From an optimization exercise on the open Yosys and OpenROAD flow, aimed at small area, a short achievable clock period and few clock cycles per item; shortcuts taken in it are not production practice. RTL that was checked went through simulation tests only; none was proved equivalent to the original. No activity file was given, so power comes from the tool's default toggle rates.

Design smult16_err_acc, start of the top module:
module smult16_err_acc #(
  parameter int WIDTH = 16,
  parameter int OUTW  = 32,
  parameter int CNTW  = 16,
  parameter int ACCW  = 48
) (
  input  logic              clk,
  input  logic              rst_n,
  input  logic              start,
  input  logic [CNTW-1:0]   num_samples,
  input  logic              in_valid,
  output logic              in_ready,
  input  logic [WIDTH-1:0]  op_a,
  input  logic [WIDTH-1:0]  op_b,
  input  logic [OUTW-1:0]   p_approx,
  output logic              busy,
  output logic              done,
  output logic [CNTW-1:0]   err_count,
  output logic [ACCW-1:0]   sum_err,
  output logic [ACCW-1:0]   sum_abs_err,
  output logic [OUTW:0]     max_abs_err,
  output logic              overflow
);
  logic             busy_q, done_q, rdy_q;
  logic [CNTW-1:0]  rem_q;           
  logic             l1_q, l2_q, l3_q, l4_q;   
  logic             v1_q, v2_q;
  logic             clr_q;           
  logic             z_q;             
  wire go       = !busy_q && !done_q && start;
  wire accept   = rdy_q && in_valid;
  wire last_acc = accept && (rem_q == CNTW'(1));
  wire empty    = (num_samples == '0);
  always_ff @(posedge clk or negedge rst_n) begin
    if (!rst_n) begin
      busy_q <= 1'b0;
      done_q <= 1'b0;
      rdy_q  <= 1'b0;
      l1_q   <= 1'b0;
      l2_q   <= 1'b0;
      l3_q   <= 1'b0;
      l4_q   <= 1'b0;
      v1_q   <= 1'b0;
      v2_q   <= 1'b0;
      clr_q  <= 1'b0;
      z_q    <= 1'b0;
    end else begin
      done_q <= l4_q || z_q;
      busy_q <= go || (busy_q && !l4_q && !z_q);
      z_q    <= go && empty;
      rdy_q  <= go ? !empty : (rdy_q && !last_acc);
      l1_q   <= last_acc;
      l2_q   <= l1_q;
      l3_q   <= l2_q;
      l4_q   <= l3_q;
      v1_q   <= accept;
      v2_q   <= v1_q;
      clr_q  <= go;
    end
  end
  always_ff @(posedge clk) begin
    if (go) rem_q <= num_samples;
    else if (accept) rem_q <= rem_q - CNTW'(1);
  end
  logic [15:0] a_q;
  logic [31:0] p_q;
  logic        pc19_q;
  logic [7:0]  bone, btwo, bneg;
  wire  [16:0] bx = {op_b, 1'b0};
  wire  [5:0]  p_mid = {1'b0, p_approx[18:14]} + {5'b0, ~op_b[15]};
  always_ff @(posedge clk) begin
    a_q    <= op_a;
  ...
For scale: roughly 350 flip-flops, roughly 230 I/O pins, ~24,000 µm² of cells after synthesis.
==> flow/config.mk <==
export PLATFORM = sky130hd
export DESIGN_NAME = smult16_err_acc
export DESIGN_NICKNAME = smult16_err_acc
export VERILOG_FILES = /design/flow/design.v
export SDC_FILE = /design/flow/constraint.sdc
export NUM_CORES = 4
export LEC_CHECK = 0
export CAP_MARGIN = 20
export CORE_MARGIN = 2
export CORE_UTILIZATION = 40
export SLEW_MARGIN = 20
==> flow/constraint.sdc <==
create_clock -name core_clock -period 8.5 [get_ports {clk}]
set_input_delay 1.7000 -clock core_clock [delete_from_list [all_inputs] [get_ports {clk}]]
set_output_delay 1.7000 -clock core_clock [all_outputs]
set_load 0.01 [all_outputs]
standard.sh (not shown) runs the stock make flow with config.mk's settings and CLKGATE_MAP_FILE= SYNTH_SCRIPT=/design/flow/synth_recipe.tcl, a recipe that flattens the netlist after the stock synthesis.
==> flow/flow/run.sh <==
#!/bin/bash
# The standard layout (standard.sh: unchanged synthesis and steps), with two changes:
# ports are buffered with buf_1 cells, and the resizer's setup repair aims for a margin.
set -e
export SETUP_SLACK_MARGIN=5.4
export BUFFER_PORTS_ARGS="-buffer_cell sky130_fd_sc_hd__buf_1"
bash standard.sh > standard_flow.log 2>&1
The baseline finished with timing, DRC and antenna clean.
Testbench counts at the start, summed over its fixed seeds: cycles 24,689, items 24,113.
Next try:
--- a/flow/design.v
+++ b/flow/design.v
@@ -497,18 +497,24 @@
   wire s275 = s215 ^ pp7_15 ^ c214;
   wire c276 = (s215 & pp7_15) | (c214 & (s215 ^ pp7_15));
   wire s277 = p_q[29] ^ p_q[30] ^ ppn7;
   wire c278 = (p_q[29] & p_q[30]) | (ppn7 & (p_q[29] ^ p_q[30]));
   wire [32:0] row0 = {1'b1, c278, c276, c274, c272, c270, c268, c266, c264, c262, c260, c258, c256, c254, c252, c250, c248, c246, c244, c242, c240, c238, c236, c234, c232, c230, c228, c226, c224, c222, c220, c218, s217};
   wire [32:0] row1 = {1'b0, pn31, s277, s275, s273, s271, s269, s267, s265, s263, s261, s259, s257, s255, s253, s251, s249, s247, s245, s243, s241, s239, s237, s235, s233, s231, s229, s227, s225, s223, s221, s219, pp0_0};
-  logic [32:0] r0_q, r1_q;
+  localparam int LO = 6;
+  wire  [LO:0]   lo_sum = {1'b0, row0[LO-1:0]} + {1'b0, row1[LO-1:0]};
+  logic [32:0]   r0_q;
+  logic [32:LO]  r1_q;
+  logic          rc_q;
   always_ff @(posedge clk) begin
-    r0_q <= row0;
-    r1_q <= row1;
+    r0_q <= {row0[32:LO], lo_sum[LO-1:0]};
+    r1_q <= row1[32:LO];
+    rc_q <= lo_sum[LO];
   end
-  wire [32:0] d  = r0_q + r1_q;
+  wire [33-LO:0] d_hi = {r0_q[32:LO], 1'b1} + {r1_q, rc_q};
+  wire [32:0]    d    = {d_hi[33-LO:1], r0_q[LO-1:0]};
   wire        ds = d[32];
   wire [31:0] dx = d[31:0] ^ {32{ds}};
   logic [31:0] x_q;
   logic        s_q;
   always_ff @(posedge clk or negedge rst_n) begin
     if (!rst_n) begin
Cell area is higher by 1.0%.
Non-clock buffer count is higher by 20.
Utilization came out higher by 0.31 points.
Sequential power is about the same.
Clock-buffer cell count falls by 3.
Die area increases by 0.76%.
Routed wire length rose by 0.91%.
Via count rises by 4.6%.
Hold slack gains 0.0034 ns.
Total power went down by 6.0%.
The RTL of the second run of this note was laid out without a check of its function.

==> re-timing with driven ports <==
How much do the figures lean on ideal ports? The routed layouts below were timed once more, with nothing changed but the port constraints. Step 1: set_driving_cell puts a clkbuf_16 on clk and a buf_2 on each other input, an assumption about the parent block. Step 2 also shifts input and output timing later by t, the mid clock arrival at the registers, as if the neighbouring blocks saw the same clock. Three values: ideal ports, drivers, drivers and shift; two values: the first two.
run	shift t [ns]	setup slack, ns	worst hold slack (ns)
the first run	0.627	5.421 / 5.421 / 5.068	0.343 / 0.343 / 0.343
the second run	0.634	5.411 / 5.411 / 5.058	0.347 / 0.347 / 0.347
After both steps every run listed still meets setup and hold.
